This is an optimization exercise on Yosys and OpenROAD, whose aim is small area, not a production implementation. RTL that was checked went through simulation tests only; none was proved equivalent to the original. For run 2, only the layout was checked, not whether the RTL still works. Power and IR drop assume default switching activity.

<file path="flow/config.mk">
export PLATFORM = sky130hd
export DESIGN_NAME = wallaceTree
export DESIGN_NICKNAME = wallaceTree
export VERILOG_FILES = /design/flow/design.v
export SDC_FILE = /design/flow/constraint.sdc
export NUM_CORES = 4
export LEC_CHECK = 0
export CAP_MARGIN = 20
export CORE_MARGIN = 2
export CORE_UTILIZATION = 30
export GPL_TIMING_DRIVEN = 0
export SLEW_MARGIN = 20
export SYNTH_HIERARCHICAL = 1
</file>
<file path="flow/constraint.sdc">
create_clock -name core_clock -period 3.0 [get_ports {clk}]
set_input_delay 0.6000 -clock core_clock [delete_from_list [all_inputs] [get_ports {clk}]]
set_output_delay 0.6000 -clock core_clock [all_outputs]
set_load 0.01 [all_outputs]
</file>
<file path="flow/design.v">
`timescale 1ns/1ps
package wallacePkg;
	localparam int rowCount = 13;
	localparam int rowWidth = 26;
	localparam int rowShift = 2;
	localparam int productWidth = 48;
	localparam int pipeDepth = 3;
endpackage
`timescale 1ns/1ps
module fullAdder (input logic a, input logic b, input logic c, output logic s, output logic co);
	assign s = a ^ b ^ c;
	assign co = (a & b) | (a & c) | (b & c);
endmodule
module halfAdder (input logic a, input logic b, output logic s, output logic co);
	assign s = a ^ b;
	assign co = a & b;
endmodule
module earlyReducer
(
	input logic clk,
	input logic rstN,
	input logic [337:0] rows,
	input logic inValid,
	output logic [13:0] lowQ,
	output logic [64:0] pairQ,
	output logic carryQ,
	output logic earlyValid
);
	logic w1, w2, w3, w4, w5, w6, w7, w8, w9, w10, w11, w12, w13, w14, w15, w16, w17, w18, w19, w20, w21, w22, w23, w24, w25, w26, w27, w28, w29, w30, w31, w32, w33, w34, w35, w36, w37, w38, w39, w40, w41, w42, w43, w44, w45, w46, w47, w48, w49, w50, w51, w52, w53, w54, w55, w56, w57, w58, w59, w60, w61, w62, w63, w64, w65, w66, w67, w68, w69, w70, w71, w72, w73, w74, w75, w76, w77, w78, w79, w80, w81, w82, w83, w84, w85, w86, w87, w88, w89, w90, w91, w92, w93, w94, w95, w96, w97, w98, w99, w100, w101, w102, w103, w104, w105, w106, w107, w108, w109, w110, w111, w112, w113, w114, w115, w116, w117, w118, w119, w120, w121, w122, w123, w124, w125, w126, w127, w128, w129, w130, w131, w132, w133, w134, w135, w136, w137, w138, w139, w140, w141, w142, w143, w144, w145, w146, w147, w148, w149, w150, w151, w152, w153, w154, w155, w156, w157, w158, w159, w160, w161, w162, w163, w164, w165, w166, w167, w168, w169, w170, w171, w172, w173, w174, w175, w176, w177, w178, w179, w180, w181, w182, w183, w184, w185, w186, w187, w188, w189, w190, w191, w192, w193, w194, w195, w196, w197, w198, w199, w200, w201, w202, w203, w204, w205, w206, w207, w208, w209, w210, w211, w212, w213, w214, w215, w216, w217, w218, w219, w220, w221, w222, w223, w224, w225, w226, w227, w228, w229, w230, w231, w232, w233, w234, w235, w236, w237, w238, w239, w240, w241, w242, w243, w244, w245, w246, w247, w248, w249, w250, w251, w252, w253, w254, w255, w256, w257, w258, w259, w260, w261, w262, w263, w264, w265, w266, w267, w268, w269, w270, w271, w272, w273, w274, w275, w276, w277, w278, w279, w280, w281, w282, w283, w284, w285, w286, w287, w288, w289, w290, w291, w292, w293, w294, w295, w296, w297, w298, w299, w300, w301, w302, w303, w304, w305, w306, w307, w308, w309, w310, w311, w312, w313, w314, w315, w316, w317, w318, w319, w320, w321, w322, w323, w324, w325, w326, w327, w328, w329, w330, w331, w332, w333, w334, w335, w336, w337, w338, w339, w340, w341, w342, w343, w344, w345, w346, w347, w348, w349, w350, w351, w352, w353, w354, w355, w356, w357, w358, w359, w360, w361, w362, w363, w364, w365, w366, w367, w368, w369, w370, w371, w372, w373, w374, w375, w376, w377, w378, w379, w380, w381, w382, w383, w384, w385, w386, w387, w388, w389, w390, w391, w392, w393, w394, w395, w396, w397, w398, w399, w400, w401, w402, w403, w404, w405, w406, w407, w408, w409, w410, w411, w412, w413, w414, w415, w416, w417, w418, w419, w420, w421, w422, w423, w424, w425, w426, w427, w428, w429, w430, w431, w432, w433, w434, w435, w436, w437, w438, w439, w440, w441, w442, w443, w444, w445, w446, w447, w448, w449, w450, w451, w452, w453, w454, w455, w456, w457, w458, w459, w460, w461, w462, w463, w464, w465, w466, w467, w468, w469, w470, w471, w472, w473, w474, w475, w476, w477, w478, w479, w480, w481, w482, w483, w484, w485, w486, w487, w488, w489, w490, w491, w492, w493, w494, w495, w496, w497, w498, w499, w500, w501, w502, w503, w504, w505, w506, w507, w508, w509, w510, w511, w512, w513, w514, w515, w516, w517, w518, w519, w520, w521, w522, w523, w524, w525, w526, w527, w528, w529, w530, w531, w532, w533, w534, w535, w536, w537, w538, w539, w540, w541, w542, w543, w544, w545, w546, w547, w548, w549, w550, w551, w552, w553, w554, w555, w556, w557, w558, w559, w560, w561, w562, w563, w564, w565, w566, w567, w568, w569, w570, w571, w572, w573, w574, w575, w576, w577, w578, w579, w580, w581, w582, w583, w584, w585, w586, w587, w588, w589, w590, w591, w592, w593, w594, w595, w596, w597, w598, w599, w600, w601, w602, w603, w604;
	halfAdder uw1 (.a(rows[18]), .b(rows[42]), .s(w1), .co(w2));
	fullAdder uw3 (.a(rows[19]), .b(rows[43]), .c(rows[67]), .s(w3), .co(w4));
	fullAdder uw5 (.a(rows[20]), .b(rows[44]), .c(rows[68]), .s(w5), .co(w6));
	halfAdder uw7 (.a(rows[92]), .b(rows[116]), .s(w7), .co(w8));
	fullAdder uw9 (.a(rows[21]), .b(rows[45]), .c(rows[69]), .s(w9), .co(w10));
	fullAdder uw11 (.a(rows[93]), .b(rows[117]), .c(rows[141]), .s(w11), .co(w12));
	fullAdder uw13 (.a(rows[22]), .b(rows[46]), .c(rows[70]), .s(w13), .co(w14));
	fullAdder uw15 (.a(rows[94]), .b(rows[118]), .c(rows[142]), .s(w15), .co(w16));
	halfAdder uw17 (.a(rows[166]), .b(rows[190]), .s(w17), .co(w18));
	fullAdder uw19 (.a(rows[23]), .b(rows[47]), .c(rows[71]), .s(w19), .co(w20));
	fullAdder uw21 (.a(rows[95]), .b(rows[119]), .c(rows[143]), .s(w21), .co(w22));
	fullAdder uw23 (.a(rows[167]), .b(rows[191]), .c(rows[215]), .s(w23), .co(w24));
	fullAdder uw25 (.a(rows[24]), .b(rows[48]), .c(rows[72]), .s(w25), .co(w26));
	fullAdder uw27 (.a(rows[96]), .b(rows[120]), .c(rows[144]), .s(w27), .co(w28));
	fullAdder uw29 (.a(rows[168]), .b(rows[192]), .c(rows[216]), .s(w29), .co(w30));
	halfAdder uw31 (.a(rows[240]), .b(rows[264]), .s(w31), .co(w32));
	fullAdder uw33 (.a(rows[25]), .b(rows[49]), .c(rows[73]), .s(w33), .co(w34));
	fullAdder uw35 (.a(rows[97]), .b(rows[121]), .c(rows[145]), .s(w35), .co(w36));
	fullAdder uw37 (.a(rows[169]), .b(rows[193]), .c(rows[217]), .s(w37), .co(w38));
	fullAdder uw39 (.a(rows[241]), .b(rows[265]), .c(rows[289]), .s(w39), .co(w40));
	fullAdder uw41 (.a(rows[25]), .b(rows[50]), .c(rows[74]), .s(w41), .co(w42));
	fullAdder uw43 (.a(rows[98]), .b(rows[122]), .c(rows[146]), .s(w43), .co(w44));
	fullAdder uw45 (.a(rows[170]), .b(rows[194]), .c(rows[218]), .s(w45), .co(w46));
	fullAdder uw47 (.a(rows[242]), .b(rows[266]), .c(rows[290]), .s(w47), .co(w48));
	fullAdder uw49 (.a(rows[75]), .b(rows[99]), .c(rows[123]), .s(w49), .co(w50));
	fullAdder uw51 (.a(rows[147]), .b(rows[171]), .c(rows[195]), .s(w51), .co(w52));
	fullAdder uw53 (.a(rows[219]), .b(rows[243]), .c(rows[267]), .s(w53), .co(w54));
	assign w55 = ~rows[291];
	fullAdder uw56 (.a(rows[25]), .b(rows[51]), .c(w55), .s(w56), .co(w57));
	fullAdder uw58 (.a(rows[76]), .b(rows[100]), .c(rows[124]), .s(w58), .co(w59));
	fullAdder uw60 (.a(rows[148]), .b(rows[172]), .c(rows[196]), .s(w60), .co(w61));
	fullAdder uw62 (.a(rows[220]), .b(rows[244]), .c(rows[268]), .s(w62), .co(w63));
	fullAdder uw64 (.a(rows[101]), .b(rows[125]), .c(rows[149]), .s(w64), .co(w65));
	fullAdder uw66 (.a(rows[173]), .b(rows[197]), .c(rows[221]), .s(w66), .co(w67));
	fullAdder uw68 (.a(rows[245]), .b(rows[269]), .c(rows[293]), .s(w68), .co(w69));
	fullAdder uw70 (.a(rows[102]), .b(rows[126]), .c(rows[150]), .s(w70), .co(w71));
	fullAdder uw72 (.a(rows[174]), .b(rows[198]), .c(rows[222]), .s(w72), .co(w73));
	fullAdder uw74 (.a(rows[127]), .b(rows[151]), .c(rows[175]), .s(w74), .co(w75));
	fullAdder uw76 (.a(rows[199]), .b(rows[223]), .c(rows[247]), .s(w76), .co(w77));
	fullAdder uw78 (.a(rows[128]), .b(rows[152]), .c(rows[176]), .s(w78), .co(w79));
	fullAdder uw80 (.a(rows[153]), .b(rows[177]), .c(rows[201]), .s(w80), .co(w81));
	halfAdder uw82 (.a(rows[12]), .b(rows[36]), .s(w82), .co(w83));
	fullAdder uw84 (.a(rows[13]), .b(rows[37]), .c(rows[61]), .s(w84), .co(w85));
	fullAdder uw86 (.a(rows[14]), .b(rows[38]), .c(rows[62]), .s(w86), .co(w87));
	halfAdder uw88 (.a(rows[86]), .b(rows[110]), .s(w88), .co(w89));
	fullAdder uw90 (.a(rows[15]), .b(rows[39]), .c(rows[63]), .s(w90), .co(w91));
	fullAdder uw92 (.a(rows[87]), .b(rows[111]), .c(rows[135]), .s(w92), .co(w93));
	fullAdder uw94 (.a(rows[16]), .b(rows[40]), .c(rows[64]), .s(w94), .co(w95));
	fullAdder uw96 (.a(rows[88]), .b(rows[112]), .c(rows[136]), .s(w96), .co(w97));
	halfAdder uw98 (.a(rows[160]), .b(rows[184]), .s(w98), .co(w99));
	fullAdder uw100 (.a(rows[17]), .b(rows[41]), .c(rows[65]), .s(w100), .co(w101));
	fullAdder uw102 (.a(rows[89]), .b(rows[113]), .c(rows[137]), .s(w102), .co(w103));
	fullAdder uw104 (.a(rows[161]), .b(rows[185]), .c(rows[209]), .s(w104), .co(w105));
	fullAdder uw106 (.a(rows[66]), .b(rows[90]), .c(rows[114]), .s(w106), .co(w107));
	fullAdder uw108 (.a(rows[138]), .b(rows[162]), .c(rows[186]), .s(w108), .co(w109));
	fullAdder uw110 (.a(rows[210]), .b(rows[234]), .c(w1), .s(w110), .co(w111));
	fullAdder uw112 (.a(rows[91]), .b(rows[115]), .c(rows[139]), .s(w112), .co(w113));
	fullAdder uw114 (.a(rows[163]), .b(rows[187]), .c(rows[211]), .s(w114), .co(w115));
	fullAdder uw116 (.a(rows[235]), .b(w2), .c(w3), .s(w116), .co(w117));
	fullAdder uw118 (.a(rows[140]), .b(rows[164]), .c(rows[188]), .s(w118), .co(w119));
	fullAdder uw120 (.a(rows[212]), .b(rows[236]), .c(rows[260]), .s(w120), .co(w121));
	fullAdder uw122 (.a(w7), .b(w4), .c(w5), .s(w122), .co(w123));
	fullAdder uw124 (.a(rows[165]), .b(rows[189]), .c(rows[213]), .s(w124), .co(w125));
	fullAdder uw126 (.a(rows[237]), .b(rows[261]), .c(w8), .s(w126), .co(w127));
	fullAdder uw128 (.a(w6), .b(w9), .c(w11), .s(w128), .co(w129));
	fullAdder uw130 (.a(rows[214]), .b(rows[238]), .c(rows[262]), .s(w130), .co(w131));
	fullAdder uw132 (.a(rows[286]), .b(w17), .c(w10), .s(w132), .co(w133));
	fullAdder uw134 (.a(w12), .b(w13), .c(w15), .s(w134), .co(w135));
	fullAdder uw136 (.a(rows[239]), .b(rows[263]), .c(rows[287]), .s(w136), .co(w137));
	fullAdder uw138 (.a(w18), .b(w14), .c(w16), .s(w138), .co(w139));
	fullAdder uw140 (.a(w19), .b(w21), .c(w23), .s(w140), .co(w141));
	fullAdder uw142 (.a(rows[288]), .b(rows[312]), .c(w31), .s(w142), .co(w143));
	fullAdder uw144 (.a(w20), .b(w22), .c(w24), .s(w144), .co(w145));
	fullAdder uw146 (.a(w25), .b(w27), .c(w29), .s(w146), .co(w147));
	fullAdder uw148 (.a(rows[313]), .b(w32), .c(w26), .s(w148), .co(w149));
	fullAdder uw150 (.a(w28), .b(w30), .c(w33), .s(w150), .co(w151));
	fullAdder uw152 (.a(w35), .b(w37), .c(w39), .s(w152), .co(w153));
	fullAdder uw154 (.a(rows[314]), .b(w34), .c(w36), .s(w154), .co(w155));
	fullAdder uw156 (.a(w38), .b(w40), .c(w41), .s(w156), .co(w157));
	fullAdder uw158 (.a(w43), .b(w45), .c(w47), .s(w158), .co(w159));
	fullAdder uw160 (.a(rows[315]), .b(w42), .c(w44), .s(w160), .co(w161));
	fullAdder uw162 (.a(w46), .b(w48), .c(w49), .s(w162), .co(w163));
	assign w164 = ~w56;
	fullAdder uw165 (.a(w51), .b(w53), .c(w164), .s(w165), .co(w166));
	fullAdder uw167 (.a(rows[316]), .b(w50), .c(w52), .s(w167), .co(w168));
	fullAdder uw169 (.a(w54), .b(w58), .c(w60), .s(w169), .co(w170));
	assign w171 = ~w62;
	fullAdder uw172 (.a(rows[292]), .b(w57), .c(w171), .s(w172), .co(w173));
	assign w174 = ~rows[77];
	fullAdder uw175 (.a(rows[292]), .b(rows[317]), .c(w174), .s(w175), .co(w176));
	fullAdder uw177 (.a(w59), .b(w61), .c(w63), .s(w177), .co(w178));
	fullAdder uw179 (.a(w64), .b(w66), .c(w68), .s(w179), .co(w180));
	fullAdder uw181 (.a(rows[270]), .b(rows[294]), .c(rows[318]), .s(w181), .co(w182));
	fullAdder uw183 (.a(w65), .b(w67), .c(w69), .s(w183), .co(w184));
	assign w185 = ~rows[246];
	fullAdder uw186 (.a(w185), .b(w70), .c(w72), .s(w186), .co(w187));
	fullAdder uw188 (.a(rows[246]), .b(rows[271]), .c(rows[295]), .s(w188), .co(w189));
	fullAdder uw190 (.a(rows[319]), .b(w71), .c(w73), .s(w190), .co(w191));
	assign w192 = ~rows[103];
	fullAdder uw193 (.a(w192), .b(w74), .c(w76), .s(w193), .co(w194));
	fullAdder uw195 (.a(rows[224]), .b(rows[248]), .c(rows[272]), .s(w195), .co(w196));
	assign w197 = ~rows[200];
	fullAdder uw198 (.a(rows[296]), .b(rows[320]), .c(w197), .s(w198), .co(w199));
	fullAdder uw200 (.a(w75), .b(w77), .c(w78), .s(w200), .co(w201));
	fullAdder uw202 (.a(rows[200]), .b(rows[225]), .c(rows[249]), .s(w202), .co(w203));
	fullAdder uw204 (.a(rows[273]), .b(rows[297]), .c(rows[321]), .s(w204), .co(w205));
	assign w206 = ~rows[129];
	fullAdder uw207 (.a(w206), .b(w79), .c(w80), .s(w207), .co(w208));
	fullAdder uw209 (.a(rows[178]), .b(rows[202]), .c(rows[226]), .s(w209), .co(w210));
	fullAdder uw211 (.a(rows[250]), .b(rows[274]), .c(rows[298]), .s(w211), .co(w212));
	assign w213 = ~rows[154];
	fullAdder uw214 (.a(rows[322]), .b(w213), .c(w81), .s(w214), .co(w215));
	fullAdder uw216 (.a(rows[154]), .b(rows[179]), .c(rows[203]), .s(w216), .co(w217));
	fullAdder uw218 (.a(rows[227]), .b(rows[251]), .c(rows[275]), .s(w218), .co(w219));
	assign w220 = ~rows[155];
	fullAdder uw221 (.a(rows[299]), .b(rows[323]), .c(w220), .s(w221), .co(w222));
	fullAdder uw223 (.a(rows[180]), .b(rows[204]), .c(rows[228]), .s(w223), .co(w224));
	fullAdder uw225 (.a(rows[252]), .b(rows[276]), .c(rows[300]), .s(w225), .co(w226));
	fullAdder uw227 (.a(rows[205]), .b(rows[229]), .c(rows[253]), .s(w227), .co(w228));
	fullAdder uw229 (.a(rows[277]), .b(rows[301]), .c(rows[325]), .s(w229), .co(w230));
	fullAdder uw231 (.a(rows[206]), .b(rows[230]), .c(rows[254]), .s(w231), .co(w232));
	fullAdder uw233 (.a(rows[231]), .b(rows[255]), .c(rows[279]), .s(w233), .co(w234));
	halfAdder uw235 (.a(rows[8]), .b(rows[32]), .s(w235), .co(w236));
	fullAdder uw237 (.a(rows[9]), .b(rows[33]), .c(rows[57]), .s(w237), .co(w238));
	fullAdder uw239 (.a(rows[10]), .b(rows[34]), .c(rows[58]), .s(w239), .co(w240));
	halfAdder uw241 (.a(rows[82]), .b(rows[106]), .s(w241), .co(w242));
	fullAdder uw243 (.a(rows[11]), .b(rows[35]), .c(rows[59]), .s(w243), .co(w244));
	fullAdder uw245 (.a(rows[83]), .b(rows[107]), .c(rows[131]), .s(w245), .co(w246));
	fullAdder uw247 (.a(rows[60]), .b(rows[84]), .c(rows[108]), .s(w247), .co(w248));
	fullAdder uw249 (.a(rows[132]), .b(rows[156]), .c(w82), .s(w249), .co(w250));
	fullAdder uw251 (.a(rows[85]), .b(rows[109]), .c(rows[133]), .s(w251), .co(w252));
	fullAdder uw253 (.a(rows[157]), .b(w83), .c(w84), .s(w253), .co(w254));
	fullAdder uw255 (.a(rows[134]), .b(rows[158]), .c(rows[182]), .s(w255), .co(w256));
	fullAdder uw257 (.a(w88), .b(w85), .c(w86), .s(w257), .co(w258));
	fullAdder uw259 (.a(rows[159]), .b(rows[183]), .c(w89), .s(w259), .co(w260));
	fullAdder uw261 (.a(w87), .b(w90), .c(w92), .s(w261), .co(w262));
	fullAdder uw263 (.a(rows[208]), .b(w98), .c(w91), .s(w263), .co(w264));
	fullAdder uw265 (.a(w93), .b(w94), .c(w96), .s(w265), .co(w266));
	fullAdder uw267 (.a(w99), .b(w95), .c(w97), .s(w267), .co(w268));
	fullAdder uw269 (.a(w100), .b(w102), .c(w104), .s(w269), .co(w270));
	fullAdder uw271 (.a(w101), .b(w103), .c(w105), .s(w271), .co(w272));
	fullAdder uw273 (.a(w106), .b(w108), .c(w110), .s(w273), .co(w274));
	fullAdder uw275 (.a(w107), .b(w109), .c(w112), .s(w275), .co(w276));
	fullAdder uw277 (.a(w114), .b(w111), .c(w116), .s(w277), .co(w278));
	fullAdder uw279 (.a(w113), .b(w115), .c(w118), .s(w279), .co(w280));
	fullAdder uw281 (.a(w120), .b(w117), .c(w122), .s(w281), .co(w282));
	fullAdder uw283 (.a(w119), .b(w121), .c(w124), .s(w283), .co(w284));
	fullAdder uw285 (.a(w126), .b(w123), .c(w128), .s(w285), .co(w286));
	fullAdder uw287 (.a(w125), .b(w130), .c(w127), .s(w287), .co(w288));
	fullAdder uw289 (.a(w132), .b(w129), .c(w134), .s(w289), .co(w290));
	fullAdder uw291 (.a(w131), .b(w136), .c(w133), .s(w291), .co(w292));
	fullAdder uw293 (.a(w135), .b(w138), .c(w140), .s(w293), .co(w294));
	fullAdder uw295 (.a(w137), .b(w142), .c(w139), .s(w295), .co(w296));
	fullAdder uw297 (.a(w141), .b(w144), .c(w146), .s(w297), .co(w298));
	fullAdder uw299 (.a(w143), .b(w145), .c(w148), .s(w299), .co(w300));
	fullAdder uw301 (.a(w147), .b(w150), .c(w152), .s(w301), .co(w302));
	fullAdder uw303 (.a(w149), .b(w151), .c(w153), .s(w303), .co(w304));
	fullAdder uw305 (.a(w154), .b(w156), .c(w158), .s(w305), .co(w306));
	fullAdder uw307 (.a(w155), .b(w157), .c(w159), .s(w307), .co(w308));
	fullAdder uw309 (.a(w160), .b(w162), .c(w165), .s(w309), .co(w310));
	fullAdder uw311 (.a(w161), .b(w163), .c(w166), .s(w311), .co(w312));
	assign w313 = ~w172;
	fullAdder uw314 (.a(w167), .b(w169), .c(w313), .s(w314), .co(w315));
	fullAdder uw316 (.a(w175), .b(w168), .c(w170), .s(w316), .co(w317));
	assign w318 = ~w173;
	fullAdder uw319 (.a(w177), .b(w318), .c(w179), .s(w319), .co(w320));
	fullAdder uw321 (.a(w176), .b(w181), .c(w178), .s(w321), .co(w322));
	fullAdder uw323 (.a(w180), .b(w183), .c(w186), .s(w323), .co(w324));
	fullAdder uw325 (.a(w182), .b(w188), .c(w184), .s(w325), .co(w326));
	fullAdder uw327 (.a(w187), .b(w190), .c(w193), .s(w327), .co(w328));
	fullAdder uw329 (.a(w189), .b(w195), .c(w198), .s(w329), .co(w330));
	fullAdder uw331 (.a(w191), .b(w194), .c(w200), .s(w331), .co(w332));
	fullAdder uw333 (.a(w196), .b(w199), .c(w202), .s(w333), .co(w334));
	fullAdder uw335 (.a(w204), .b(w201), .c(w207), .s(w335), .co(w336));
	fullAdder uw337 (.a(w203), .b(w205), .c(w209), .s(w337), .co(w338));
	fullAdder uw339 (.a(w211), .b(w208), .c(w214), .s(w339), .co(w340));
	fullAdder uw341 (.a(w210), .b(w212), .c(w216), .s(w341), .co(w342));
	fullAdder uw343 (.a(w218), .b(w221), .c(w215), .s(w343), .co(w344));
	fullAdder uw345 (.a(w217), .b(w219), .c(w222), .s(w345), .co(w346));
	assign w347 = ~rows[324];
	fullAdder uw348 (.a(w347), .b(w223), .c(w225), .s(w348), .co(w349));
	fullAdder uw350 (.a(rows[324]), .b(w224), .c(w226), .s(w350), .co(w351));
	assign w352 = ~rows[181];
	fullAdder uw353 (.a(w352), .b(w227), .c(w229), .s(w353), .co(w354));
	assign w355 = ~rows[278];
	fullAdder uw356 (.a(rows[302]), .b(rows[326]), .c(w355), .s(w356), .co(w357));
	fullAdder uw358 (.a(w228), .b(w230), .c(w231), .s(w358), .co(w359));
	fullAdder uw360 (.a(rows[278]), .b(rows[303]), .c(rows[327]), .s(w360), .co(w361));
	assign w362 = ~rows[207];
	fullAdder uw363 (.a(w362), .b(w232), .c(w233), .s(w363), .co(w364));
	fullAdder uw365 (.a(rows[256]), .b(rows[280]), .c(rows[304]), .s(w365), .co(w366));
	assign w367 = ~rows[232];
	fullAdder uw368 (.a(rows[328]), .b(w367), .c(w234), .s(w368), .co(w369));
	fullAdder uw370 (.a(rows[232]), .b(rows[257]), .c(rows[281]), .s(w370), .co(w371));
	assign w372 = ~rows[233];
	fullAdder uw373 (.a(rows[305]), .b(rows[329]), .c(w372), .s(w373), .co(w374));
	fullAdder uw375 (.a(rows[258]), .b(rows[282]), .c(rows[306]), .s(w375), .co(w376));
	fullAdder uw377 (.a(rows[283]), .b(rows[307]), .c(rows[331]), .s(w377), .co(w378));
	halfAdder uw379 (.a(rows[6]), .b(rows[30]), .s(w379), .co(w380));
	fullAdder uw381 (.a(rows[7]), .b(rows[31]), .c(rows[55]), .s(w381), .co(w382));
	fullAdder uw383 (.a(rows[56]), .b(rows[80]), .c(rows[104]), .s(w383), .co(w384));
	fullAdder uw385 (.a(rows[81]), .b(rows[105]), .c(w236), .s(w385), .co(w386));
	fullAdder uw387 (.a(rows[130]), .b(w241), .c(w238), .s(w387), .co(w388));
	fullAdder uw389 (.a(w242), .b(w240), .c(w243), .s(w389), .co(w390));
	fullAdder uw391 (.a(w244), .b(w246), .c(w247), .s(w391), .co(w392));
	fullAdder uw393 (.a(w248), .b(w251), .c(w250), .s(w393), .co(w394));
	fullAdder uw395 (.a(w252), .b(w255), .c(w254), .s(w395), .co(w396));
	fullAdder uw397 (.a(w256), .b(w259), .c(w258), .s(w397), .co(w398));
	fullAdder uw399 (.a(w260), .b(w263), .c(w262), .s(w399), .co(w400));
	fullAdder uw401 (.a(w264), .b(w266), .c(w267), .s(w401), .co(w402));
	fullAdder uw403 (.a(w268), .b(w270), .c(w271), .s(w403), .co(w404));
	fullAdder uw405 (.a(w272), .b(w275), .c(w274), .s(w405), .co(w406));
	fullAdder uw407 (.a(w276), .b(w279), .c(w278), .s(w407), .co(w408));
	fullAdder uw409 (.a(w280), .b(w283), .c(w282), .s(w409), .co(w410));
	fullAdder uw411 (.a(w284), .b(w287), .c(w286), .s(w411), .co(w412));
	fullAdder uw413 (.a(w288), .b(w291), .c(w290), .s(w413), .co(w414));
	fullAdder uw415 (.a(w292), .b(w295), .c(w294), .s(w415), .co(w416));
	fullAdder uw417 (.a(w296), .b(w299), .c(w298), .s(w417), .co(w418));
	fullAdder uw419 (.a(w300), .b(w302), .c(w303), .s(w419), .co(w420));
	fullAdder uw421 (.a(w304), .b(w306), .c(w307), .s(w421), .co(w422));
	fullAdder uw423 (.a(w308), .b(w310), .c(w311), .s(w423), .co(w424));
	fullAdder uw425 (.a(w312), .b(w316), .c(w315), .s(w425), .co(w426));
	fullAdder uw427 (.a(w317), .b(w321), .c(w320), .s(w427), .co(w428));
	fullAdder uw429 (.a(w322), .b(w325), .c(w324), .s(w429), .co(w430));
	fullAdder uw431 (.a(w329), .b(w326), .c(w328), .s(w431), .co(w432));
	fullAdder uw433 (.a(w330), .b(w333), .c(w332), .s(w433), .co(w434));
	fullAdder uw435 (.a(w334), .b(w337), .c(w336), .s(w435), .co(w436));
	fullAdder uw437 (.a(w338), .b(w341), .c(w343), .s(w437), .co(w438));
	fullAdder uw439 (.a(w342), .b(w345), .c(w348), .s(w439), .co(w440));
	fullAdder uw441 (.a(w346), .b(w349), .c(w350), .s(w441), .co(w442));
	fullAdder uw443 (.a(w356), .b(w351), .c(w354), .s(w443), .co(w444));
	fullAdder uw445 (.a(w357), .b(w360), .c(w359), .s(w445), .co(w446));
	fullAdder uw447 (.a(w361), .b(w365), .c(w364), .s(w447), .co(w448));
	fullAdder uw449 (.a(w366), .b(w370), .c(w373), .s(w449), .co(w450));
	fullAdder uw451 (.a(w371), .b(w374), .c(w375), .s(w451), .co(w452));
	fullAdder uw453 (.a(rows[330]), .b(w376), .c(w377), .s(w453), .co(w454));
	assign w455 = ~rows[284];
	fullAdder uw456 (.a(rows[308]), .b(rows[332]), .c(w455), .s(w456), .co(w457));
	fullAdder uw458 (.a(rows[284]), .b(rows[309]), .c(rows[333]), .s(w458), .co(w459));
	halfAdder uw460 (.a(rows[4]), .b(rows[28]), .s(w460), .co(w461));
	fullAdder uw462 (.a(rows[5]), .b(rows[29]), .c(rows[53]), .s(w462), .co(w463));
	fullAdder uw464 (.a(rows[54]), .b(rows[78]), .c(w379), .s(w464), .co(w465));
	fullAdder uw466 (.a(rows[79]), .b(w380), .c(w381), .s(w466), .co(w467));
	fullAdder uw468 (.a(w235), .b(w382), .c(w383), .s(w468), .co(w469));
	fullAdder uw470 (.a(w384), .b(w237), .c(w385), .s(w470), .co(w471));
	fullAdder uw472 (.a(w239), .b(w386), .c(w387), .s(w472), .co(w473));
	fullAdder uw474 (.a(w245), .b(w388), .c(w389), .s(w474), .co(w475));
	fullAdder uw476 (.a(w249), .b(w390), .c(w391), .s(w476), .co(w477));
	fullAdder uw478 (.a(w392), .b(w253), .c(w393), .s(w478), .co(w479));
	fullAdder uw480 (.a(w257), .b(w394), .c(w395), .s(w480), .co(w481));
	fullAdder uw482 (.a(w261), .b(w396), .c(w397), .s(w482), .co(w483));
	fullAdder uw484 (.a(w265), .b(w398), .c(w399), .s(w484), .co(w485));
	fullAdder uw486 (.a(w269), .b(w400), .c(w401), .s(w486), .co(w487));
	fullAdder uw488 (.a(w273), .b(w402), .c(w403), .s(w488), .co(w489));
	fullAdder uw490 (.a(w404), .b(w277), .c(w405), .s(w490), .co(w491));
	fullAdder uw492 (.a(w281), .b(w406), .c(w407), .s(w492), .co(w493));
	fullAdder uw494 (.a(w285), .b(w408), .c(w409), .s(w494), .co(w495));
	fullAdder uw496 (.a(w289), .b(w410), .c(w411), .s(w496), .co(w497));
	fullAdder uw498 (.a(w293), .b(w412), .c(w413), .s(w498), .co(w499));
	fullAdder uw500 (.a(w297), .b(w414), .c(w415), .s(w500), .co(w501));
	fullAdder uw502 (.a(w301), .b(w416), .c(w417), .s(w502), .co(w503));
	fullAdder uw504 (.a(w305), .b(w418), .c(w419), .s(w504), .co(w505));
	fullAdder uw506 (.a(w309), .b(w420), .c(w421), .s(w506), .co(w507));
	fullAdder uw508 (.a(w314), .b(w422), .c(w423), .s(w508), .co(w509));
	fullAdder uw510 (.a(w319), .b(w424), .c(w425), .s(w510), .co(w511));
	fullAdder uw512 (.a(w323), .b(w426), .c(w427), .s(w512), .co(w513));
	fullAdder uw514 (.a(w327), .b(w428), .c(w429), .s(w514), .co(w515));
	fullAdder uw516 (.a(w331), .b(w430), .c(w431), .s(w516), .co(w517));
	fullAdder uw518 (.a(w335), .b(w432), .c(w433), .s(w518), .co(w519));
	fullAdder uw520 (.a(w339), .b(w434), .c(w435), .s(w520), .co(w521));
	fullAdder uw522 (.a(w340), .b(w436), .c(w437), .s(w522), .co(w523));
	fullAdder uw524 (.a(w344), .b(w439), .c(w438), .s(w524), .co(w525));
	fullAdder uw526 (.a(w353), .b(w440), .c(w441), .s(w526), .co(w527));
	fullAdder uw528 (.a(w358), .b(w442), .c(w443), .s(w528), .co(w529));
	fullAdder uw530 (.a(w363), .b(w444), .c(w445), .s(w530), .co(w531));
	fullAdder uw532 (.a(w368), .b(w446), .c(w447), .s(w532), .co(w533));
	fullAdder uw534 (.a(w369), .b(w449), .c(w448), .s(w534), .co(w535));
	assign w536 = ~rows[330];
	fullAdder uw537 (.a(w536), .b(w450), .c(w451), .s(w537), .co(w538));
	assign w539 = ~rows[259];
	fullAdder uw540 (.a(w539), .b(w452), .c(w453), .s(w540), .co(w541));
	fullAdder uw542 (.a(w378), .b(w456), .c(w454), .s(w542), .co(w543));
	assign w544 = ~rows[285];
	fullAdder uw545 (.a(w544), .b(w457), .c(w458), .s(w545), .co(w546));
	assign w547 = ~rows[310];
	fullAdder uw548 (.a(rows[334]), .b(w547), .c(w459), .s(w548), .co(w549));
	assign w550 = rows[310] ^ rows[311] ^ rows[335];
	halfAdder uw551 (.a(rows[2]), .b(rows[26]), .s(w551), .co(w552));
	fullAdder uw553 (.a(rows[3]), .b(rows[27]), .c(w552), .s(w553), .co(w554));
	fullAdder uw555 (.a(rows[52]), .b(w460), .c(w554), .s(w555), .co(w556));
	fullAdder uw557 (.a(w461), .b(w462), .c(w556), .s(w557), .co(w558));
	halfAdder uw559 (.a(w463), .b(w464), .s(w559), .co(w560));
	halfAdder uw561 (.a(w465), .b(w466), .s(w561), .co(w562));
	halfAdder uw563 (.a(w467), .b(w468), .s(w563), .co(w564));
	halfAdder uw565 (.a(w469), .b(w470), .s(w565), .co(w566));
	halfAdder uw567 (.a(w471), .b(w472), .s(w567), .co(w568));
	halfAdder uw569 (.a(w473), .b(w474), .s(w569), .co(w570));
	halfAdder uw571 (.a(w475), .b(w476), .s(w571), .co(w572));
	halfAdder uw573 (.a(w477), .b(w478), .s(w573), .co(w574));
	assign w575 = w560 | (w559 & w558);
	assign w576 = w564 | (w563 & w562);
	assign w577 = w563 & w561;
	assign w578 = w568 | (w567 & w566);
	assign w579 = w567 & w565;
	assign w580 = w572 | (w571 & w570);
	assign w581 = w571 & w569;
	assign w582 = w576 | (w577 & w575);
	assign w583 = w580 | (w581 & w578);
	assign w584 = w581 & w579;
	assign w585 = w583 | (w584 & w582);
	assign w586 = w578 | (w579 & w582);
	assign w587 = w562 | (w561 & w575);
	assign w588 = w566 | (w565 & w582);
	assign w589 = w570 | (w569 & w586);
	assign w590 = w574 | (w573 & w585);
	assign w591 = w559 ^ w558;
	assign w592 = w561 ^ w575;
	assign w593 = w563 ^ w587;
	assign w594 = w565 ^ w582;
	assign w595 = w567 ^ w588;
	assign w596 = w569 ^ w586;
	assign w597 = w571 ^ w589;
	assign w598 = w573 ^ w585;
	halfAdder uw599 (.a(w545), .b(w543), .s(w599), .co(w600));
	fullAdder uw601 (.a(w546), .b(w548), .c(w600), .s(w601), .co(w602));
	assign w603 = w550 ^ w549 ^ w602;
	assign w604 = ~w603;
	always_ff @(posedge clk) begin
		lowQ[0] <= rows[0];
		lowQ[1] <= rows[1];
		lowQ[2] <= w551;
		lowQ[3] <= w553;
		lowQ[4] <= w555;
		lowQ[5] <= w557;
		lowQ[6] <= w591;
		lowQ[7] <= w592;
		lowQ[8] <= w593;
		lowQ[9] <= w594;
		lowQ[10] <= w595;
		lowQ[11] <= w596;
		lowQ[12] <= w597;
		lowQ[13] <= w598;
		pairQ[0] <= w479;
		pairQ[1] <= w480;
		pairQ[2] <= w481;
		pairQ[3] <= w482;
		pairQ[4] <= w483;
		pairQ[5] <= w484;
		pairQ[6] <= w485;
		pairQ[7] <= w486;
		pairQ[8] <= w487;
		pairQ[9] <= w488;
		pairQ[10] <= w489;
		pairQ[11] <= w490;
		pairQ[12] <= w491;
		pairQ[13] <= w492;
		pairQ[14] <= w493;
		pairQ[15] <= w494;
		pairQ[16] <= w495;
		pairQ[17] <= w496;
		pairQ[18] <= w497;
		pairQ[19] <= w498;
		pairQ[20] <= w499;
		pairQ[21] <= w500;
		pairQ[22] <= w501;
		pairQ[23] <= w502;
		pairQ[24] <= w503;
		pairQ[25] <= w504;
		pairQ[26] <= w505;
		pairQ[27] <= w506;
		pairQ[28] <= w507;
		pairQ[29] <= w508;
		pairQ[30] <= w509;
		pairQ[31] <= w510;
		pairQ[32] <= w511;
		pairQ[33] <= w512;
		pairQ[34] <= w513;
		pairQ[35] <= w514;
		pairQ[36] <= w515;
		pairQ[37] <= w516;
		pairQ[38] <= w517;
		pairQ[39] <= w518;
		pairQ[40] <= w519;
		pairQ[41] <= w520;
		pairQ[42] <= w521;
		pairQ[43] <= w522;
		pairQ[44] <= w523;
		pairQ[45] <= w524;
		pairQ[46] <= w525;
		pairQ[47] <= w526;
		pairQ[48] <= w527;
		pairQ[49] <= w528;
		pairQ[50] <= w529;
		pairQ[51] <= w530;
		pairQ[52] <= w531;
		pairQ[53] <= w532;
		pairQ[54] <= w533;
		pairQ[55] <= w534;
		pairQ[56] <= w535;
		pairQ[57] <= w537;
		pairQ[58] <= w538;
		pairQ[59] <= w540;
		pairQ[60] <= w541;
		pairQ[61] <= w542;
		pairQ[62] <= w599;
		pairQ[63] <= w601;
		pairQ[64] <= w604;
		carryQ <= w590;
	end
	always_ff @(posedge clk or negedge rstN) begin
		if (!rstN) begin
			earlyValid <= 1'b0;
		end else begin
			earlyValid <= inValid;
		end
	end
endmodule
`timescale 1ns/1ps
module lateReducer
(
	input logic clk,
	input logic rstN,
	input logic [13:0] lowQ,
	input logic [64:0] pairQ,
	input logic carryQ,
	input logic earlyValid,
	output logic [47:0] sumQ,
	output logic pairValid
);
	logic l1, l2, l3, l4, l5, l6, l7, l8, l9, l10, l11, l12, l13, l14, l15, l16, l17, l18, l19, l20, l21, l22, l23, l24, l25, l26, l27, l28, l29, l30, l31, l32, l33, l34, l35, l36, l37, l38, l39, l40, l41, l42, l43, l44, l45, l46, l47, l48, l49, l50, l51, l52, l53, l54, l55, l56, l57, l58, l59, l60, l61, l62, l63, l64, l65, l66, l67, l68, l69, l70, l71, l72, l73, l74, l75, l76, l77, l78, l79, l80, l81, l82, l83, l84, l85, l86, l87, l88, l89, l90, l91, l92, l93, l94, l95, l96, l97, l98, l99, l100, l101, l102, l103, l104, l105, l106, l107, l108, l109, l110, l111, l112, l113, l114, l115, l116, l117, l118, l119, l120, l121, l122, l123, l124, l125, l126, l127, l128, l129, l130, l131, l132, l133, l134, l135, l136, l137, l138, l139, l140, l141, l142, l143, l144, l145, l146, l147, l148, l149, l150, l151, l152, l153, l154, l155, l156, l157, l158, l159, l160, l161, l162, l163, l164, l165, l166, l167, l168, l169, l170, l171, l172, l173, l174, l175, l176, l177, l178, l179, l180, l181;
	halfAdder ul1 (.a(pairQ[0]), .b(pairQ[1]), .s(l1), .co(l2));
	halfAdder ul3 (.a(pairQ[2]), .b(pairQ[3]), .s(l3), .co(l4));
	halfAdder ul5 (.a(pairQ[4]), .b(pairQ[5]), .s(l5), .co(l6));
	halfAdder ul7 (.a(pairQ[6]), .b(pairQ[7]), .s(l7), .co(l8));
	halfAdder ul9 (.a(pairQ[8]), .b(pairQ[9]), .s(l9), .co(l10));
	halfAdder ul11 (.a(pairQ[10]), .b(pairQ[11]), .s(l11), .co(l12));
	halfAdder ul13 (.a(pairQ[12]), .b(pairQ[13]), .s(l13), .co(l14));
	halfAdder ul15 (.a(pairQ[14]), .b(pairQ[15]), .s(l15), .co(l16));
	halfAdder ul17 (.a(pairQ[16]), .b(pairQ[17]), .s(l17), .co(l18));
	halfAdder ul19 (.a(pairQ[18]), .b(pairQ[19]), .s(l19), .co(l20));
	halfAdder ul21 (.a(pairQ[20]), .b(pairQ[21]), .s(l21), .co(l22));
	halfAdder ul23 (.a(pairQ[22]), .b(pairQ[23]), .s(l23), .co(l24));
	halfAdder ul25 (.a(pairQ[24]), .b(pairQ[25]), .s(l25), .co(l26));
	halfAdder ul27 (.a(pairQ[26]), .b(pairQ[27]), .s(l27), .co(l28));
	halfAdder ul29 (.a(pairQ[28]), .b(pairQ[29]), .s(l29), .co(l30));
	halfAdder ul31 (.a(pairQ[30]), .b(pairQ[31]), .s(l31), .co(l32));
	halfAdder ul33 (.a(pairQ[32]), .b(pairQ[33]), .s(l33), .co(l34));
	halfAdder ul35 (.a(pairQ[34]), .b(pairQ[35]), .s(l35), .co(l36));
	halfAdder ul37 (.a(pairQ[36]), .b(pairQ[37]), .s(l37), .co(l38));
	halfAdder ul39 (.a(pairQ[38]), .b(pairQ[39]), .s(l39), .co(l40));
	halfAdder ul41 (.a(pairQ[40]), .b(pairQ[41]), .s(l41), .co(l42));
	halfAdder ul43 (.a(pairQ[42]), .b(pairQ[43]), .s(l43), .co(l44));
	halfAdder ul45 (.a(pairQ[44]), .b(pairQ[45]), .s(l45), .co(l46));
	halfAdder ul47 (.a(pairQ[46]), .b(pairQ[47]), .s(l47), .co(l48));
	halfAdder ul49 (.a(pairQ[48]), .b(pairQ[49]), .s(l49), .co(l50));
	halfAdder ul51 (.a(pairQ[50]), .b(pairQ[51]), .s(l51), .co(l52));
	halfAdder ul53 (.a(pairQ[52]), .b(pairQ[53]), .s(l53), .co(l54));
	halfAdder ul55 (.a(pairQ[54]), .b(pairQ[55]), .s(l55), .co(l56));
	halfAdder ul57 (.a(pairQ[56]), .b(pairQ[57]), .s(l57), .co(l58));
	halfAdder ul59 (.a(pairQ[58]), .b(pairQ[59]), .s(l59), .co(l60));
	halfAdder ul61 (.a(pairQ[60]), .b(pairQ[61]), .s(l61), .co(l62));
	assign l63 = l2 | (l1 & carryQ);
	assign l64 = l6 | (l5 & l4);
	assign l65 = l5 & l3;
	assign l66 = l10 | (l9 & l8);
	assign l67 = l9 & l7;
	assign l68 = l14 | (l13 & l12);
	assign l69 = l13 & l11;
	assign l70 = l18 | (l17 & l16);
	assign l71 = l17 & l15;
	assign l72 = l22 | (l21 & l20);
	assign l73 = l21 & l19;
	assign l74 = l26 | (l25 & l24);
	assign l75 = l25 & l23;
	assign l76 = l30 | (l29 & l28);
	assign l77 = l29 & l27;
	assign l78 = l34 | (l33 & l32);
	assign l79 = l33 & l31;
	assign l80 = l38 | (l37 & l36);
	assign l81 = l37 & l35;
	assign l82 = l42 | (l41 & l40);
	assign l83 = l41 & l39;
	assign l84 = l46 | (l45 & l44);
	assign l85 = l45 & l43;
	assign l86 = l50 | (l49 & l48);
	assign l87 = l49 & l47;
	assign l88 = l54 | (l53 & l52);
	assign l89 = l53 & l51;
	assign l90 = l58 | (l57 & l56);
	assign l91 = l57 & l55;
	assign l92 = l62 | (l61 & l60);
	assign l93 = l61 & l59;
	assign l94 = l64 | (l65 & l63);
	assign l95 = l68 | (l69 & l66);
	assign l96 = l69 & l67;
	assign l97 = l72 | (l73 & l70);
	assign l98 = l73 & l71;
	assign l99 = l76 | (l77 & l74);
	assign l100 = l77 & l75;
	assign l101 = l80 | (l81 & l78);
	assign l102 = l81 & l79;
	assign l103 = l84 | (l85 & l82);
	assign l104 = l85 & l83;
	assign l105 = l88 | (l89 & l86);
	assign l106 = l89 & l87;
	assign l107 = l92 | (l93 & l90);
	assign l108 = l93 & l91;
	assign l109 = l95 | (l96 & l94);
	assign l110 = l99 | (l100 & l97);
	assign l111 = l100 & l98;
	assign l112 = l103 | (l104 & l101);
	assign l113 = l104 & l102;
	assign l114 = l107 | (l108 & l105);
	assign l115 = l108 & l106;
	assign l116 = l110 | (l111 & l109);
	assign l117 = l114 | (l115 & l112);
	assign l118 = l115 & l113;
	assign l119 = l117 | (l118 & l116);
	assign l120 = l112 | (l113 & l116);
	assign l121 = l97 | (l98 & l109);
	assign l122 = l101 | (l102 & l116);
	assign l123 = l105 | (l106 & l120);
	assign l124 = l66 | (l67 & l94);
	assign l125 = l70 | (l71 & l109);
	assign l126 = l74 | (l75 & l121);
	assign l127 = l78 | (l79 & l116);
	assign l128 = l82 | (l83 & l122);
	assign l129 = l86 | (l87 & l120);
	assign l130 = l90 | (l91 & l123);
	assign l131 = l4 | (l3 & l63);
	assign l132 = l8 | (l7 & l94);
	assign l133 = l12 | (l11 & l124);
	assign l134 = l16 | (l15 & l109);
	assign l135 = l20 | (l19 & l125);
	assign l136 = l24 | (l23 & l121);
	assign l137 = l28 | (l27 & l126);
	assign l138 = l32 | (l31 & l116);
	assign l139 = l36 | (l35 & l127);
	assign l140 = l40 | (l39 & l122);
	assign l141 = l44 | (l43 & l128);
	assign l142 = l48 | (l47 & l120);
	assign l143 = l52 | (l51 & l129);
	assign l144 = l56 | (l55 & l123);
	assign l145 = l60 | (l59 & l130);
	assign l146 = l1 ^ carryQ;
	assign l147 = l3 ^ l63;
	assign l148 = l5 ^ l131;
	assign l149 = l7 ^ l94;
	assign l150 = l9 ^ l132;
	assign l151 = l11 ^ l124;
	assign l152 = l13 ^ l133;
	assign l153 = l15 ^ l109;
	assign l154 = l17 ^ l134;
	assign l155 = l19 ^ l125;
	assign l156 = l21 ^ l135;
	assign l157 = l23 ^ l121;
	assign l158 = l25 ^ l136;
	assign l159 = l27 ^ l126;
	assign l160 = l29 ^ l137;
	assign l161 = l31 ^ l116;
	assign l162 = l33 ^ l138;
	assign l163 = l35 ^ l127;
	assign l164 = l37 ^ l139;
	assign l165 = l39 ^ l122;
	assign l166 = l41 ^ l140;
	assign l167 = l43 ^ l128;
	assign l168 = l45 ^ l141;
	assign l169 = l47 ^ l120;
	assign l170 = l49 ^ l142;
	assign l171 = l51 ^ l129;
	assign l172 = l53 ^ l143;
	assign l173 = l55 ^ l123;
	assign l174 = l57 ^ l144;
	assign l175 = l59 ^ l130;
	assign l176 = l61 ^ l145;
	assign l177 = pairQ[62] ^ l119;
	assign l178 = l119 & pairQ[62];
	assign l179 = pairQ[63] ^ l178;
	assign l180 = l178 & pairQ[63];
	assign l181 = pairQ[64] ^ l180;
	always_ff @(posedge clk) begin
		sumQ[13:0] <= lowQ;
		sumQ[14] <= l146;
		sumQ[15] <= l147;
		sumQ[16] <= l148;
		sumQ[17] <= l149;
		sumQ[18] <= l150;
		sumQ[19] <= l151;
		sumQ[20] <= l152;
		sumQ[21] <= l153;
		sumQ[22] <= l154;
		sumQ[23] <= l155;
		sumQ[24] <= l156;
		sumQ[25] <= l157;
		sumQ[26] <= l158;
		sumQ[27] <= l159;
		sumQ[28] <= l160;
		sumQ[29] <= l161;
		sumQ[30] <= l162;
		sumQ[31] <= l163;
		sumQ[32] <= l164;
		sumQ[33] <= l165;
		sumQ[34] <= l166;
		sumQ[35] <= l167;
		sumQ[36] <= l168;
		sumQ[37] <= l169;
		sumQ[38] <= l170;
		sumQ[39] <= l171;
		sumQ[40] <= l172;
		sumQ[41] <= l173;
		sumQ[42] <= l174;
		sumQ[43] <= l175;
		sumQ[44] <= l176;
		sumQ[45] <= l177;
		sumQ[46] <= l179;
		sumQ[47] <= l181;
	end
	always_ff @(posedge clk or negedge rstN) begin
		if (!rstN) begin
			pairValid <= 1'b0;
		end else begin
			pairValid <= earlyValid;
		end
	end
endmodule
`timescale 1ns/1ps
module finalAdder
(
	input logic clk,
	input logic rstN,
	input logic [47:0] sumQ,
	input logic pairValid,
	output logic [47:0] product,
	output logic outValid
);
	always_ff @(posedge clk) begin
		product <= sumQ;
	end
	always_ff @(posedge clk or negedge rstN) begin
		if (!rstN) begin
			outValid <= 1'b0;
		end else begin
			outValid <= pairValid;
		end
	end
endmodule
`timescale 1ns/1ps
module wallaceTree
(
	input logic clk,
	input logic rstN,
	input logic [337:0] rows,
	input logic inValid,
	output logic [47:0] product,
	output logic outValid
);
	logic [13:0] lowQ;
	logic [64:0] pairQ;
	logic carryQ;
	logic earlyValid;
	logic [47:0] sumQ;
	logic pairValid;
	earlyReducer uEarly (
		.clk(clk),
		.rstN(rstN),
		.rows(rows),
		.inValid(inValid),
		.lowQ(lowQ),
		.pairQ(pairQ),
		.carryQ(carryQ),
		.earlyValid(earlyValid)
	);
	lateReducer uLate (
		.clk(clk),
		.rstN(rstN),
		.lowQ(lowQ),
		.pairQ(pairQ),
		.carryQ(carryQ),
		.earlyValid(earlyValid),
		.sumQ(sumQ),
		.pairValid(pairValid)
	);
	finalAdder uFinal (
		.clk(clk),
		.rstN(rstN),
		.sumQ(sumQ),
		.pairValid(pairValid),
		.product(product),
		.outValid(outValid)
	);
endmodule
</file>
<file path="flow/flow/run.sh">
#!/bin/bash
# Standard layout with smaller port buffers and no CTS dummy loads.
export BUFFER_PORTS_ARGS="-buffer_cell sky130_fd_sc_hd__buf_1"
export CTS_ARGS="-sink_clustering_enable -repair_clock_nets -dont_use_dummy_load -buf_list {sky130_fd_sc_hd__clkbuf_4 sky130_fd_sc_hd__clkbuf_8} -sink_clustering_size 30 -sink_clustering_max_diameter 100"
bash standard.sh > standard.log 2>&1
status=$?
tail -20 standard.log
exit $status
</file>
<file path="flow/standard.sh">
#!/bin/bash
# synth_recipe.tcl (not shown) runs the flow's synth.tcl, then flattens the netlist and writes it again
# the make line also repeats each setting of config.mk as NAME=value (left out here)
make -C /OpenROAD-flow-scripts/flow DESIGN_CONFIG=/design/flow/config.mk WORK_HOME=/design/flow/orfs CLKGATE_MAP_FILE= SYNTH_SCRIPT=/design/flow/synth_recipe.tcl "${@:-finish}"
</file>
==> flow_summary_export.csv, run 1 <==
group,metric,value,unit
critical_path,reg2reg_from,"uEarly.pairQ[1]",
global_routing,grt_pass1_wl,34300,microns
synth,netlist_area,10500,sq um
sta,hold_viol,0,
critical_path,required,3330,ps
clocking,cts_sinks,179,
floorplan,initial_core_util,30.5,%
critical_path,crit_path_end_kind,"flip-flop",
synth,async_reset_ff_share,1.68,%
drt,drtIter0Drc,126,
critical_path,path_cells,"buf_1, fa_1, fa_1, fa_1, ha_4, a21oi_2, o21a_1, o31ai_1, ha_2, or2_4",
placed_design,gp_congestion,0.833,
drt,vias_per_cell,4.09,
clocking,tritoncts,"yes",
synth,synth_seq_cells,179,
pwr,power.density,859,nW/um^2
critical_path,critical_path.max_stage_delay,590,ps
floorplan,die_area,36600,sq um
sta,maxSlewHeadroom,75.9,%
global_routing,grt_start_max_net_pins,19,
placed_design,portBuffers,387,
critical_path,critPathMostFrequentCell,"fa_1",
floorplan,die_h,191,microns
synth,syn_nets,1329,
floorplan,core.rowCount,68,
critical_path,rrSetupSlack,170,ps
finish,antennaDiodeCount,0,
floorplan,core-area,34500,sq um
pwr,peakVddDrop,0.333,mV
finish,fin_nets,1736,
synth,synth_edf_count,0,
global_routing,top_usage_layer,"met2",
sta,drv_slew,0,
sta,finalCritPeriodShare,97.0,%
critical_path,worst_r2r_path_depth,12,
synth,synthTopCellsByArea,"fa_1, dfxtp_1, ha_1",
placed_design,placed_area,12600,sq um
synth,yosysUniqueCellTypes,34,
sta,fin_skew,35.6,ps
synth,ys_warn_count,9,
synth,synth_seq_area_share,34.2,%
drt,drtAntennaViolNets,0,
global_routing,grt_use_total,12.4,%
drt,dr.pass1.iters,4,
synth,synth_flop_cell,"dfxtp_1",
sta,min_period,2910,ps
drt,wl_per_cell,14.3,microns
global_routing,globalRouteMet3Util,4.41,%
synth,synth_compound_area_share,3.03,%
finish,final_cell_mix,"buf_1, fa_1, dfxtp_1",
critical_path,arrival,3240,ps
clocking,clockBufferDepth,2,
sta,finalSetupViolCount,0,
drt,drc,0,
finish,layout_commonest_cell,"buf_1",
placed_design,dp_hpwl,19800,microns
worst_hold_path,hold_start,"rows[1]",
synth,synth_top_cell_area_share,48.7,%
global_routing,met2_usage,23.1,%
synth,avgSynthCellArea,16.0,sq um
critical_path,critical_path_class,"in -> reg",
sta,holdWs,245,ps
synth,synth_top_family_by_area,"adder cells",
global_routing,antenna_found_initial,2,
floorplan,die_x,191,microns
critical_path,crit_fanout,3,
sta,finalSetupTns,0,ps
critical_path,startpoint_type,"input port",
clocking,cts_buffers,17,
sta,tightest_slew,358,ps
synth,yosysTopAreaCell,"fa_1",
finish,area_growth,22.4,%
worst_hold_path,hold_path_class,"in -> reg",
critical_path,r2r-end,"uLate.sumQ[47]",
finish,n_fill_cell,3396,
sta,fmax,344,MHz
finish,fin_area,12900,sq um
drt,wl,21700,microns
finish,drive_gt1_share,4.80,%
floorplan,io_pins,390,
sta,grt_setup_unrepaired,"no",
pwr,p_leak,5.02,nW
run,drv_cap,0,
critical_path,crit_path_end,"uEarly.carryQ",
global_routing,grt_use_met1,13.4,%
synth,synthSimpleGateAreaFrac,2.22,%
global_routing,grt_pass1_vias,7235,
critical_path,critPathLaunch,"rows[108]",
synth,synth_fa_ha_area_share,57.6,%
clocking,path_clk_slew,90,ps
clocking,cts_root_buf,"clkbuf_8",
drt,num_vias,6203,
clocking,postCtsSetupBuffers,0,
status,status,"no timing/DRC/antenna violations",
clocking,clk_latency,450,ps
synth,synth_mux_area_share,0,%
synth,synthXorXnorAreaFrac,1.91,%
critical_path,cp_slowest_cell,"fa_1",
global_routing,grt-ovfl-total,0,
synth,postSynthCellCount,657,
clocking,h-tree-depth,4,
## layout make-up
class	instances	area (sq um)	area share, %
clock buffer	17	234	1.82
inverter	28	105	0.816
multi-input combinational	450	6910	53.6
sequential	179	3600	27.9
tap	455	569	4.42
timing repair buffer	388	1460	11.4
## where the power goes
group	leakage (nW)	internal (mW)	switching (mW)
clock	0.122	0.502	0.734
combinational	3.38	2.74	3.10
sequential	1.52	3.68	0.300
## registers in the layout, summed over array words and instances, names as in the netlist
signal,count
uEarly.pairQ,65
uFinal.product,48
uLate.sumQ,48
uEarly.lowQ,14
uEarly.carryQ,1
uEarly.earlyValid,1
uFinal.outValid,1
uLate.pairValid,1
## per-module statistics from Yosys, one instance, submodules excluded, excerpt
module,cells,flops+latches
halfAdder,1,0
lateReducer,169,49
finalAdder,49,49
fullAdder,1,0
earlyReducer,131,81
## per-stage QoR
| step | worst slack (ps) | instances | power, mW | utilization [%] |
|---|---|---|---|---|
| final | 89.9 | 1517 | 11.1 | 37.3 |
| after global routing | 9.67 | 1517 | 12.4 | 37.3 |
| after CTS | 21.6 | 1517 | 11.4 | 37.3 |
| after detailed placement | -368 | 1499 | 10.1 | 36.5 |
| after global placement | -381 | 1499 | 9.94 | 36.5 |
| after floorplan | -142 | 657 | 8.11 | - |
## worst max-delay path: cells and delay by family
kind / cells / cell delay [ps]
buf+inv: 1 / 90
simple gates: 1 / 210
compound gates: 3 / 310
fa+ha+maj: 5 / 2030
## worst min path at each step
| stage | to | slack (ps) | cells past startpoint |
|---|---|---|---|
| global placement | uFinal.product[2] | 310 | 0 |
| detailed placement | uFinal.product[10] | 310 | 0 |
| CTS | uEarly.lowQ[0] | 200 | 1 |
| finish | uEarly.lowQ[1] | 240 | 1 |
| floorplan | uEarly.earlyValid | 300 | 0 |
| global route | uEarly.lowQ[0] | 200 | 1 |
## Yosys cell counts (all sizes together), types with 3 or more instances
| library cell | number |
|---|---|
| or2 | 3 |
| dfxtp | 176 |
| a31oi | 3 |
| fa | 256 |
| nand4 | 4 |
| a21o | 11 |
| o21ai | 6 |
| nand2 | 10 |
| ha | 75 |
| nand3 | 4 |
| inv | 28 |
| a21oi | 15 |
| nor2 | 23 |
| dfrtp | 3 |
| xnor2 | 22 |
## repair_timing
item	in CTS	in global routing
gates resized for setup	1	1
hold buffers	1	0
pin swaps	0	2
endpoints found under the setup margin	1	2
hold endpoints to repair	3	0
## cells by family after synthesis
group	after synthesis
AO/OA/AOI/OAI	46
adder cells (fa/ha/maj)	331
AND/OR/NAND/NOR	50
flip-flops	179
XOR/XNOR	23
buffers and inverters	28
## routing by layer
metal	vias up	wire, microns
li1	2909	-
met2	243	11600
met3	22	1970
met1	3025	7740
met4	4	288
met5	-	23
==> inputs of run 2 (changes only) <==
--- a/flow/design.v
+++ b/flow/design.v
@@ -11,6 +11,9 @@
 	assign s = a ^ b ^ c;
 	assign co = (a & b) | (a & c) | (b & c);
 endmodule
+module sumXor (input logic a, input logic b, output logic y);
+	assign y = a ^ b;
+endmodule
 module halfAdder (input logic a, input logic b, output logic s, output logic co);
 	assign s = a ^ b;
 	assign co = a & b;
@@ -342,14 +345,14 @@
 	assign w588 = w566 | (w565 & w582);
 	assign w589 = w570 | (w569 & w586);
 	assign w590 = w574 | (w573 & w585);
-	assign w591 = w559 ^ w558;
-	assign w592 = w561 ^ w575;
-	assign w593 = w563 ^ w587;
-	assign w594 = w565 ^ w582;
-	assign w595 = w567 ^ w588;
-	assign w596 = w569 ^ w586;
-	assign w597 = w571 ^ w589;
-	assign w598 = w573 ^ w585;
+	sumXor uw591 (.a(w559), .b(w558), .y(w591));
+	sumXor uw592 (.a(w561), .b(w575), .y(w592));
+	sumXor uw593 (.a(w563), .b(w587), .y(w593));
+	sumXor uw594 (.a(w565), .b(w582), .y(w594));
+	sumXor uw595 (.a(w567), .b(w588), .y(w595));
+	sumXor uw596 (.a(w569), .b(w586), .y(w596));
+	sumXor uw597 (.a(w571), .b(w589), .y(w597));
+	sumXor uw598 (.a(w573), .b(w585), .y(w598));
 	halfAdder uw599 (.a(w545), .b(w543), .s(w599), .co(w600));
 	fullAdder uw601 (.a(w546), .b(w548), .c(w600), .s(w601), .co(w602));
 	assign w603 = w550 ^ w549 ^ w602;
@@ -571,37 +574,37 @@
 	assign l143 = l52 | (l51 & l129);
 	assign l144 = l56 | (l55 & l123);
 	assign l145 = l60 | (l59 & l130);
-	assign l146 = l1 ^ carryQ;
-	assign l147 = l3 ^ l63;
-	assign l148 = l5 ^ l131;
-	assign l149 = l7 ^ l94;
-	assign l150 = l9 ^ l132;
-	assign l151 = l11 ^ l124;
-	assign l152 = l13 ^ l133;
-	assign l153 = l15 ^ l109;
-	assign l154 = l17 ^ l134;
-	assign l155 = l19 ^ l125;
-	assign l156 = l21 ^ l135;
-	assign l157 = l23 ^ l121;
-	assign l158 = l25 ^ l136;
-	assign l159 = l27 ^ l126;
-	assign l160 = l29 ^ l137;
-	assign l161 = l31 ^ l116;
-	assign l162 = l33 ^ l138;
-	assign l163 = l35 ^ l127;
-	assign l164 = l37 ^ l139;
-	assign l165 = l39 ^ l122;
-	assign l166 = l41 ^ l140;
-	assign l167 = l43 ^ l128;
-	assign l168 = l45 ^ l141;
-	assign l169 = l47 ^ l120;
-	assign l170 = l49 ^ l142;
-	assign l171 = l51 ^ l129;
-	assign l172 = l53 ^ l143;
-	assign l173 = l55 ^ l123;
-	assign l174 = l57 ^ l144;
-	assign l175 = l59 ^ l130;
-	assign l176 = l61 ^ l145;
+	sumXor ul146 (.a(l1), .b(carryQ), .y(l146));
+	sumXor ul147 (.a(l3), .b(l63), .y(l147));
+	sumXor ul148 (.a(l5), .b(l131), .y(l148));
+	sumXor ul149 (.a(l7), .b(l94), .y(l149));
+	sumXor ul150 (.a(l9), .b(l132), .y(l150));
+	sumXor ul151 (.a(l11), .b(l124), .y(l151));
+	sumXor ul152 (.a(l13), .b(l133), .y(l152));
+	sumXor ul153 (.a(l15), .b(l109), .y(l153));
+	sumXor ul154 (.a(l17), .b(l134), .y(l154));
+	sumXor ul155 (.a(l19), .b(l125), .y(l155));
+	sumXor ul156 (.a(l21), .b(l135), .y(l156));
+	sumXor ul157 (.a(l23), .b(l121), .y(l157));
+	sumXor ul158 (.a(l25), .b(l136), .y(l158));
+	sumXor ul159 (.a(l27), .b(l126), .y(l159));
+	sumXor ul160 (.a(l29), .b(l137), .y(l160));
+	sumXor ul161 (.a(l31), .b(l116), .y(l161));
+	sumXor ul162 (.a(l33), .b(l138), .y(l162));
+	sumXor ul163 (.a(l35), .b(l127), .y(l163));
+	sumXor ul164 (.a(l37), .b(l139), .y(l164));
+	sumXor ul165 (.a(l39), .b(l122), .y(l165));
+	sumXor ul166 (.a(l41), .b(l140), .y(l166));
+	sumXor ul167 (.a(l43), .b(l128), .y(l167));
+	sumXor ul168 (.a(l45), .b(l141), .y(l168));
+	sumXor ul169 (.a(l47), .b(l120), .y(l169));
+	sumXor ul170 (.a(l49), .b(l142), .y(l170));
+	sumXor ul171 (.a(l51), .b(l129), .y(l171));
+	sumXor ul172 (.a(l53), .b(l143), .y(l172));
+	sumXor ul173 (.a(l55), .b(l123), .y(l173));
+	sumXor ul174 (.a(l57), .b(l144), .y(l174));
+	sumXor ul175 (.a(l59), .b(l130), .y(l175));
+	sumXor ul176 (.a(l61), .b(l145), .y(l176));
 	assign l177 = pairQ[62] ^ l119;
 	assign l178 = l119 & pairQ[62];
 	assign l179 = pairQ[63] ^ l178;
==> run 2 against run 1 <==
Compared with the run above:
- core utilization about the same
- count of clock-buffer cells in the layout unchanged
- hold slack worse by 12 ps
- first-iteration DRC count down 40%
- global-route usage down 0.55 points
- worst setup slack better by 45 ps
- critical path depth down 1
- flip-flop and latch count unchanged
- non-clock buffer count unchanged
- combinational power up 3%
- largest power group unchanged
==> flow_summary_export.csv, run 2 <==
group,metric,value,unit
status,status,"no timing/DRC/antenna violations",
finish,final_cell_mix,"buf_1, fa_1, dfxtp_1",
synth,synth_seq_cells,179,
synth,ys_warn_count,9,
finish,largest-register,"uEarly.pairQ",
placed_design,gp_congestion,0.814,
floorplan,die_h,192,microns
critical_path,critPathLaunch,"rows[8]",
synth,synth_flop_cell,"dfxtp_1",
pwr,p_leak,5.15,nW
drt,vias_per_cell,4.10,
floorplan,io_pins,390,
sta,fin_skew,24.9,ps
sta,maxSlewHeadroom,67.1,%
floorplan,die_x,192,microns
finish,fin_nets,1723,
synth,synth_edf_count,0,
drt,num_vias,6250,
synth,synth.top_cells.by_count,"fa_1, dfxtp_1, ha_1",
clocking,tritoncts,"yes",
finish,final_util,37.3,%
global_routing,antenna_found_initial,0,
sta,tightest_slew,494,ps
clocking,path_clk_slew,80,ps
finish,layout_commonest_cell,"buf_1",
finish,largest_reg_flops,65,
synth,synth.most_common_cell,"fa_1",
sta,grt_setup_unrepaired,"no",
synth,syn_nets,1316,
critical_path,path_cells,"buf_1, ha_1, fa_1, fa_1, ha_1, and3_1, a221oi_2, o21ai_1, xor2_1",
synth,yosysTopAreaCell,"fa_1",
critical_path,reg2reg_from,"uEarly.pairQ[6]",
sta,holdWs,232,ps
critical_path,critical_path.max_stage_delay,500,ps
synth,synth_seq_area_share,34.1,%
clocking,cts_root_buf,"clkbuf_8",
floorplan,die_area,36700,sq um
synth,netlist_area,10600,sq um
sta,finalCritPeriodShare,95.5,%
drt,dr.pass1.iters,4,
global_routing,grt_start_max_net_pins,17,
drt,wl_per_cell,13.5,microns
worst_hold_path,hold_start,"rows[1]",
synth,yosysUniqueCellTypes,35,
critical_path,required,3340,ps
pwr,peakVddDrop,0.316,mV
global_routing,grt_pass1_wl,33400,microns
drt,drc,0,
placed_design,dp_hpwl,18800,microns
sta,min_period,2870,ps
synth,synthTopCellsByArea,"fa_1, dfxtp_1, ha_1",
critical_path,arrival,3200,ps
floorplan,core.rowCount,68,
drt,drtAntennaViolNets,0,
sta,finalSetupViolCount,0,
drt,drtIter0Drc,75,
clocking,clockBufferDepth,2,
finish,stdcell_count,1525,
floorplan,core-area,34600,sq um
clocking,clk_latency,450,ps
synth,synth_top_cell_area_share,48.5,%
finish,antennaDiodeCount,0,
critical_path,crit_fanout,5,
floorplan,initial_core_util,30.5,%
finish,area_growth,22.2,%
clocking,cts_buffers,17,
clocking,cts_sinks,179,
run,drv_cap,0,
synth,async_reset_ff_share,1.68,%
clocking,h-tree-depth,4,
finish,drive_gt1_share,4.11,%
critical_path,crit_path_end_kind,"flip-flop",
sta,hold_viol,0,
synth,postSynthCellCount,665,
pwr,power.density,866,nW/um^2
critical_path,critical_path_class,"in -> reg",
drt,wl,20600,microns
finish,reg.largest.list,"uEarly.pairQ x65, uFinal.product x48, uLate.sumQ x48",
critical_path,startpoint_type,"input port",
worst_hold_path,hold_path_class,"in -> reg",
placed_design,dp_cells,1507,
critical_path,cp_slowest_cell,"fa_1",
global_routing,grt_pass1_vias,7136,
synth,avgSynthCellArea,15.9,sq um
global_routing,grt_use_total,11.9,%
placed_design,portBuffers,387,
sta,drv_slew,0,
sta,fmax,349,MHz
global_routing,grt-ovfl-total,0,
-- run 2: changes by cell type after synthesis, moves of 4 or more --
cell,delta
xor2_1,+39
ha_1,-21
xnor2_1,-18
and3_1,+4
nor2_1,-14
a21o_1,+17
-- run 2: layout make-up --
type | count | area [sq um]
Multi-Input combinational cell | 461 | 6950
Clock buffer | 17 | 234
Timing Repair Buffer | 388 | 1460
Inverter | 25 | 93.8
Tap cell | 455 | 569
Fill cell | 3363 | 21700
Sequential cell | 179 | 3600
-- run 2: modules after synthesis (local to each module, per instance), a selection --
module | copies in the design | cells inside | area [sq um]
lateReducer | 1 | 138 | 1550
sumXor | 39 | 1 | 8.76
finalAdder | 1 | 49 | 986
earlyReducer | 1 | 131 | 1910
halfAdder | 52 | 1 | 12.5
fullAdder | 256 | 1 | 20.0
-- run 2: worst paths after layout --
path / endpoint / slack (ps) / cells past startpoint
worst min-delay path: uEarly.lowQ[1] / 230 / 1
min in group asynchronous: uEarly.earlyValid / 500 / 2
worst max-delay path: uEarly.lowQ[13] / 130 / 9
worst min register to register: uFinal.product[14] / 310 / 0
max in group asynchronous: uFinal.outValid / 2350 / 2
worst max register to register: uLate.sumQ[47] / 260 / 11
-- run 2: what timing repair did --
item / in CTS / in global routing
resized for setup: 1 / 1
setup buffers: 0 / 0
endpoints found under the hold margin: 3 / 0
setup endpoints to repair: 1 / 2
hold buffers: 1 / 0
-- run 2: worst max-delay path: cells and delay by family --
kind            cells  cell delay (ps)
fa+ha+maj           4             1510
buf+inv             1               70
simple gates        1              230
xor+xnor            1              180
compound gates      2              620
-- run 2: metal layers --
layer	up-vias	routed length, microns	global-route usage [%]
li1	2951	-	-
met1	3068	7920	13.2
met2	213	11200	22.2
met3	18	1260	3.23
met4	0	254	3.17
met5	-	0	0
-- run 2: cell families (layout without fill, tap and decap cells) --
kind of cell | after synthesis | in the layout | share of synthesized area, %
xor gates and xnor gates | 44 | 44 | 3.65
buffers and inverters | 25 | 430 | 0.888
adders and majority gates | 310 | 310 | 54.9
AOI/OAI and AO/OA | 65 | 65 | 4.48
and+or+nand+nor | 42 | 42 | 2.01
DFF | 179 | 179 | 34.1
-- run 2: stage by stage --
step	cell area [sq um]	total power, mW	TNS [ps]	worst slack [ps]
after floorplan	10600	8.36	-45.7	-43.5
after global placement	12700	10.1	-5680	-271
after detailed placement	12700	10.2	-6480	-297
after CTS	12900	11.5	0	48.9
after global routing	12900	12.5	0	21.6
final	12900	11.2	0	135
-- run 2: power breakdown --
| part | leakage (nW) | total (mW) | switching, mW | internal [mW] |
|---|---|---|---|---|
| clock network | 0.122 | 1.23 | 0.727 | 0.501 |
| logic | 3.50 | 5.99 | 3.24 | 2.76 |
| registers | 1.52 | 3.97 | 0.286 | 3.68 |
| total | 5.15 | 11.2 | 4.25 | 6.94 |
